From an optimization exercise on the open Yosys and OpenROAD flow, aimed at small area; shortcuts taken in it are not production practice.
In this exercise RTL edits were held to simulation tests only and were not proved equivalent to the original.

==> inputs of run H <==
==> flow/design.v (excerpt) <==
module clustered_greens_rom (
  input  logic         clk,
  input  logic         rst,
  input  logic [7:0]   me,
  input  logic [23:0]  coords_x,
  input  logic [23:0]  coords_y,
  input  logic [23:0]  coords_z,
  output logic [255:0] rdata
);
==> module clustered_greens_rom, before the edit <==
module clustered_greens_rom (
  input  logic         clk,
  input  logic         rst,
  input  logic [7:0]   me,
  input  logic [23:0]  coords_x,
  input  logic [23:0]  coords_y,
  input  logic [23:0]  coords_z,
  output logic [255:0] rdata
);
  logic [7:0][3:0] e_in;
  logic [23:0]     l_in;
  logic [3:0]      t_in;
  logic [2:0]      c_in;
  for (genvar p = 0; p < 8; p++) begin : g_enc
    grom_enc enc_i (
      .i ({coords_z[3*p +: 3], coords_y[3*p +: 3], coords_x[3*p +: 3]}),
      .o (e_in[p])
    );
    assign l_in[3*p +: 3] = e_in[p][2:0];
  end
  for (genvar j = 0; j < 4; j++) begin : g_pair
    assign t_in[j] = e_in[j][3] | e_in[7-j][3];
  end
  assign c_in = {coords_z[0], coords_y[0], coords_x[0]};
  logic [5:0][23:0] l_q;
  logic [5:0][3:0]  t_q;
  logic [5:0][2:0]  c_q;
  logic [23:0]      l_6;
  logic [3:0]       t_6;
  logic [7:0]       x_6;
  logic [7:0]       maj_6;
  always_ff @(posedge clk) begin
    l_q[0] <= l_in;
    t_q[0] <= t_in;
    c_q[0] <= c_in;
    for (int i = 1; i < 6; i++) begin
      l_q[i] <= l_q[i-1];
      t_q[i] <= t_q[i-1];
      c_q[i] <= c_q[i-1];
    end
    l_6 <= l_q[5];
    t_6 <= t_q[5];
    for (int q = 0; q < 8; q++) begin
      x_6[q]   <= (^(c_q[5] ^ 3'(q))) ^ l_q[5][3*q];
      maj_6[q] <= ((c_q[5][0] ^ q[0]) & (c_q[5][1] ^ q[1])) |
                  ((c_q[5][0] ^ q[0]) & (c_q[5][2] ^ q[2])) |
                  ((c_q[5][1] ^ q[1]) & (c_q[5][2] ^ q[2]));
    end
  end
  logic [7:0][24:0] v;
  for (genvar p = 0; p < 8; p++) begin : g_dec
    grom_dec_x dec_i (.i({maj_6[p], x_6[p], t_6[p < 4 ? p : 7 - p], l_6[3*p +: 3]}), .o(v[p]));
  end
  for (genvar p = 0; p < 8; p++) begin : g_out
    assign rdata[32*p +: 32] = {7'd0, v[p]};
  end
endmodule
==> module grom_enc, before the edit <==
module grom_enc (input logic [8:0] i, output logic [3:0] o);
  wire i0 = i[0];
  wire i1 = i[1];
  wire i2 = i[2];
  wire i3 = i[3];
  wire i4 = i[4];
  wire i5 = i[5];
  wire i6 = i[6];
  wire i7 = i[7];
  wire i8 = i[8];
  wire o0;
  assign o[0] = o0;
  wire o1;
  assign o[1] = o1;
  wire o2;
  assign o[2] = o2;
  wire o3;
  assign o[3] = o3;
  wire new_n14, new_n15, new_n16, new_n17, new_n18, new_n19, new_n20, new_n21, new_n22, new_n23, new_n24, new_n25, new_n26, new_n27, new_n28, new_n29, new_n30, new_n31, new_n32, new_n33, new_n34, new_n35, new_n36, new_n37, new_n38, new_n39, new_n40, new_n41, new_n42, new_n43, new_n44, new_n45, new_n47;
  assign new_n14 = (~i7);   
  assign new_n15 = (~i6&~new_n14);   
  assign new_n16 = (~i4);   
  assign new_n17 = (~i3&~new_n16);   
  assign new_n18 = (~i1);   
  assign new_n19 = (~i0&~new_n18);   
  assign new_n20 = (~new_n17) | (~new_n19);   
  assign new_n21 = (new_n17&new_n20) | (new_n19&new_n20);   
  assign new_n22 = (~new_n15) | (~new_n21);   
  assign new_n23 = (~new_n22);   
  assign new_n24 = (~new_n15&~new_n21);   
  assign new_n25 = (~i4&i5);   
  assign new_n26 = (~new_n16&~i5);   
  assign new_n27 = (~new_n25&~new_n26) | (~i3);   
  assign new_n28 = (~new_n25) | (~new_n27);   
  assign new_n29 = (~i2);   
  assign new_n30 = (~i1&~new_n29&~i0);   
  assign new_n31 = (~i8);   
  assign new_n32 = (~i7&~new_n31&~i6);   
  assign new_n33 = (~new_n30) | (~new_n32);   
  assign new_n34 = (~new_n30&~new_n32) | (~new_n33);   
  assign new_n35 = (~new_n28) | (~new_n34);   
  assign new_n36 = (~i6);   
  assign new_n37 = (~new_n14&~i7) | (~new_n14&~new_n31) | (~i8&~i7) | (~i8&~new_n31);   
  assign new_n38 = (~new_n36&~new_n37) | (~new_n22);   
  assign new_n39 = (~i1&~new_n29);   
  assign new_n40 = (~new_n18&~i2);   
  assign new_n41 = (~new_n39&~new_n40) | (~i0);   
  assign new_n42 = (~new_n20) | (~new_n27) | (~new_n41);   
  assign new_n43 = (~new_n27&~new_n41) | (~new_n42);   
  assign new_n44 = (new_n38&new_n42) | (new_n43&new_n42);   
  assign new_n45 = (~new_n35) | (~new_n44);   
  assign o0 = (~new_n23&~new_n24) | (~new_n45);   
  assign new_n47 = (~new_n38) | (~new_n43);   
  assign o1 = (~new_n38&~new_n43) | (~new_n47) | (~new_n45);   
  assign o2 = (new_n28&new_n35) | (new_n34&new_n35) | (new_n28&new_n44) | (new_n34&new_n44);   
  assign o3 = (~new_n28&~new_n34) | (~new_n33);   
endmodule
Settings: LEC_CHECK=0, CAP_MARGIN=20, CORE_MARGIN=2, CORE_UTILIZATION=62, GPL_TIMING_DRIVEN=0, SETUP_SLACK_MARGIN=0.06, SLEW_MARGIN=20; clock period 3.0 ns.
standard.sh (not shown) runs the stock make flow with config.mk's settings and CLKGATE_MAP_FILE= SYNTH_SCRIPT=/design/flow/synth_recipe.tcl, a recipe that flattens the netlist after the stock synthesis.
==> flow/flow/run.sh <==
#!/bin/bash
# Own flow: the standard layout (standard.sh) with these changes:
#  - synthesis: ABC maps the combinational logic with flow/abc_area.script instead of ORFS's
#    script, and Yosys's full-adder extraction is skipped (the logic is already gate-level);
#    registers, flattening and renaming are the standard synthesis's.
#  - floorplan: the buffers synthesis leaves (Yosys's insbuf on aliased nets) are removed
#    (REMOVE_ABC_BUFFERS=1), as the standard flow does with timing-driven placement.
#  - placement: the port buffers are sky130_fd_sc_hd__buf_1 (every input and output port still
#    gets one) instead of the resizer's choice of a clkdlybuf4s50 delay cell.
#  - clock tree: TritonCTS as standard but with no
#    dummy loads; it is still a balanced tree from the clock port to every register.
set -euo pipefail
W=$PWD
{
  echo 'proc abc {args} {'
  echo '  set i [lsearch -exact $args -script]'
  echo "  if {\$i >= 0} { lset args [expr {\$i + 1}] $W/flow/abc_area.script }"
  echo '  yosys abc {*}$args'
  echo '}'
  echo '# adders stay plain logic for ABC'
  echo 'proc extract_fa {args} {}'
  cat synth_recipe.tcl
} > own_synth.tcl
export BUFFER_PORTS_ARGS="-buffer_cell sky130_fd_sc_hd__buf_1"
export CTS_ARGS="-sink_clustering_enable -repair_clock_nets -dont_use_dummy_load"
bash standard.sh SYNTH_SCRIPT="$W/own_synth.tcl" synth > synth_make.log 2>&1
bash standard.sh SYNTH_SCRIPT="$W/own_synth.tcl" REMOVE_ABC_BUFFERS=1 finish > layout_make.log 2>&1
==> flow/flow/abc_area.script <==
strash
&get -n
&b -d
&dch -f
&nf -p -R 1000
&put
topo
upsize -D 1100
dnsize -D 1100
topo
stime -c
==> run B: changes against run H <==
--- a/flow/design.v
+++ b/flow/design.v
@@ -14,6 +14,8 @@
   logic [2:0]      c_in;
   for (genvar p = 0; p < 8; p++) begin : g_enc
+    logic [2:0] lane;
+    assign lane = c_in ^ 3'(p);
     grom_enc enc_i (
-      .i ({coords_z[3*p +: 3], coords_y[3*p +: 3], coords_x[3*p +: 3]}),
+      .i ({coords_z[3*p+1 +: 2], lane[2], coords_y[3*p+1 +: 2], lane[1], coords_x[3*p+1 +: 2], lane[0]}),
       .o (e_in[p])
     );
@@ -75,42 +77,44 @@
   wire o3;
   assign o[3] = o3;
-  wire new_n14, new_n15, new_n16, new_n17, new_n18, new_n19, new_n20, new_n21, new_n22, new_n23, new_n24, new_n25, new_n26, new_n27, new_n28, new_n29, new_n30, new_n31, new_n32, new_n33, new_n34, new_n35, new_n36, new_n37, new_n38, new_n39, new_n40, new_n41, new_n42, new_n43, new_n44, new_n45, new_n47;
-  assign new_n14 = (~i7);   
-  assign new_n15 = (~i6&~new_n14);   
-  assign new_n16 = (~i4);   
-  assign new_n17 = (~i3&~new_n16);   
-  assign new_n18 = (~i1);   
-  assign new_n19 = (~i0&~new_n18);   
+  wire new_n14, new_n15, new_n16, new_n17, new_n18, new_n19, new_n20, new_n21, new_n22, new_n23, new_n24, new_n25, new_n26, new_n27, new_n28, new_n29, new_n30, new_n31, new_n32, new_n33, new_n34, new_n35, new_n36, new_n37, new_n38, new_n39, new_n40, new_n41, new_n42, new_n43, new_n44, new_n45, new_n46, new_n48, new_n49;
+  assign new_n14 = (~i6);   
+  assign new_n15 = (~new_n14) | (~i7);   
+  assign new_n16 = (~i1);   
+  assign new_n17 = (~i0&~new_n16);   
+  assign new_n18 = (~i4);   
+  assign new_n19 = (~i3&~new_n18);   
   assign new_n20 = (~new_n17) | (~new_n19);   
-  assign new_n21 = (new_n17&new_n20) | (new_n19&new_n20);   
-  assign new_n22 = (~new_n15) | (~new_n21);   
-  assign new_n23 = (~new_n22);   
-  assign new_n24 = (~new_n15&~new_n21);   
-  assign new_n25 = (~i4&i5);   
-  assign new_n26 = (~new_n16&~i5);   
-  assign new_n27 = (~new_n25&~new_n26) | (~i3);   
+  assign new_n21 = (~new_n17&~new_n19) | (~new_n20);   
+  assign new_n22 = (~i8);   
+  assign new_n23 = (~i7&~new_n22&~i6);   
+  assign new_n24 = (~i2);   
+  assign new_n25 = (~i1&~new_n24&~i0);   
+  assign new_n26 = (~i5);   
+  assign new_n27 = (~i4&~new_n26&~i3);   
   assign new_n28 = (~new_n25) | (~new_n27);   
-  assign new_n29 = (~i2);   
-  assign new_n30 = (~i1&~new_n29&~i0);   
-  assign new_n31 = (~i8);   
-  assign new_n32 = (~i7&~new_n31&~i6);   
-  assign new_n33 = (~new_n30) | (~new_n32);   
-  assign new_n34 = (~new_n30&~new_n32) | (~new_n33);   
-  assign new_n35 = (~new_n28) | (~new_n34);   
-  assign new_n36 = (~i6);   
-  assign new_n37 = (~new_n14&~i7) | (~new_n14&~new_n31) | (~i8&~i7) | (~i8&~new_n31);   
-  assign new_n38 = (~new_n36&~new_n37) | (~new_n22);   
-  assign new_n39 = (~i1&~new_n29);   
-  assign new_n40 = (~new_n18&~i2);   
-  assign new_n41 = (~new_n39&~new_n40) | (~i0);   
-  assign new_n42 = (~new_n20) | (~new_n27) | (~new_n41);   
-  assign new_n43 = (~new_n27&~new_n41) | (~new_n42);   
-  assign new_n44 = (new_n38&new_n42) | (new_n43&new_n42);   
-  assign new_n45 = (~new_n35) | (~new_n44);   
-  assign o0 = (~new_n23&~new_n24) | (~new_n45);   
-  assign new_n47 = (~new_n38) | (~new_n43);   
-  assign o1 = (~new_n38&~new_n43) | (~new_n47) | (~new_n45);   
-  assign o2 = (new_n28&new_n35) | (new_n34&new_n35) | (new_n28&new_n44) | (new_n34&new_n44);   
-  assign o3 = (~new_n28&~new_n34) | (~new_n33);   
+  assign new_n29 = (new_n25&new_n28) | (new_n27&new_n28);   
+  assign new_n30 = (~new_n23) | (~new_n29);   
+  assign new_n31 = (new_n23&new_n30) | (new_n29&new_n30);   
+  assign new_n32 = (~i1&~new_n24);   
+  assign new_n33 = (~new_n16&~i2);   
+  assign new_n34 = (~new_n32&~new_n33) | (~i0);   
+  assign new_n35 = (~i4&~new_n26);   
+  assign new_n36 = (~new_n18&~i5);   
+  assign new_n37 = (~new_n35&~new_n36) | (~i3);   
+  assign new_n38 = (~new_n15&~new_n21);   
+  assign new_n39 = (~i7&~new_n22);   
+  assign new_n40 = (~i7&~new_n39) | (~new_n22&~new_n39);   
+  assign new_n41 = (~new_n14&~new_n40);   
+  assign new_n42 = (~new_n38&~new_n41);   
+  assign new_n43 = (~new_n20) | (~new_n37) | (~new_n34);   
+  assign new_n44 = (~new_n34&~new_n37) | (~new_n43);   
+  assign new_n45 = (~new_n42&~new_n44) | (~new_n34&~new_n37);   
+  assign new_n46 = (~new_n31) | (~new_n45);   
+  assign o0 = (~new_n15&~new_n38) | (~new_n21&~new_n38) | (~new_n46&~new_n38);   
+  assign new_n48 = (~new_n42&~new_n44);   
+  assign new_n49 = (~new_n42&~new_n48) | (~new_n44&~new_n48);   
+  assign o1 = (new_n49) | (~new_n46);   
+  assign o2 = (new_n31) | (new_n45);   
+  assign o3 = (~new_n28) | (~new_n30);   
 endmodule
 module grom_dec_x (input logic [5:0] i, output logic [24:0] o);
CORE_UTILIZATION = 45   (was 62)
SETUP_SLACK_MARGIN = 0.1   (was 0.06)
==> results.sh <==
export IMPL_run_status="complete, no violations"
export IMPL_grt_pass1_vias=11300
export IMPL_io_buffers=272
export IMPL_multi_input_area_um2=7580
That was run H.
==> results.sh <==
export IMPL_run_status="complete, no violations"
export IMPL_multi_input_area_um2=7580
export IMPL_io_buffers=251
export IMPL_filler_cell_count=2884
export IMPL_grt_pass1_vias=11000
export IMPL_clockBufferCount=23
That was run B.

==> what the ideal ports hide <==
How much do the figures lean on ideal ports? The routed layouts below were timed once more, with nothing changed but the port constraints. Step 1: set_driving_cell puts a clkbuf_16 on clk and a buf_2 on each other input, an assumption about the parent block. Step 2 also shifts input and output timing later by t, the mid clock arrival at the registers, as if the neighbouring blocks saw the same clock. Slacks: ideal / step 1 / step 2; pairs: ideal / step 1.
run	shift t [ns]	setup WS [ns]	latest minus earliest clock arrival (ns)	worst register clock-pin slew, ns	worst slew at a driven data input, ns
run H	0.514	0.067 / 0.024 / 0.537	0.039 / 0.039	0.06 / 0.06	0.08
run B	0.516	0.083 / 0.044 / 0.239	0.019 / 0.020	0.07 / 0.07	0.08
After both steps setup and hold are still met in every run listed.
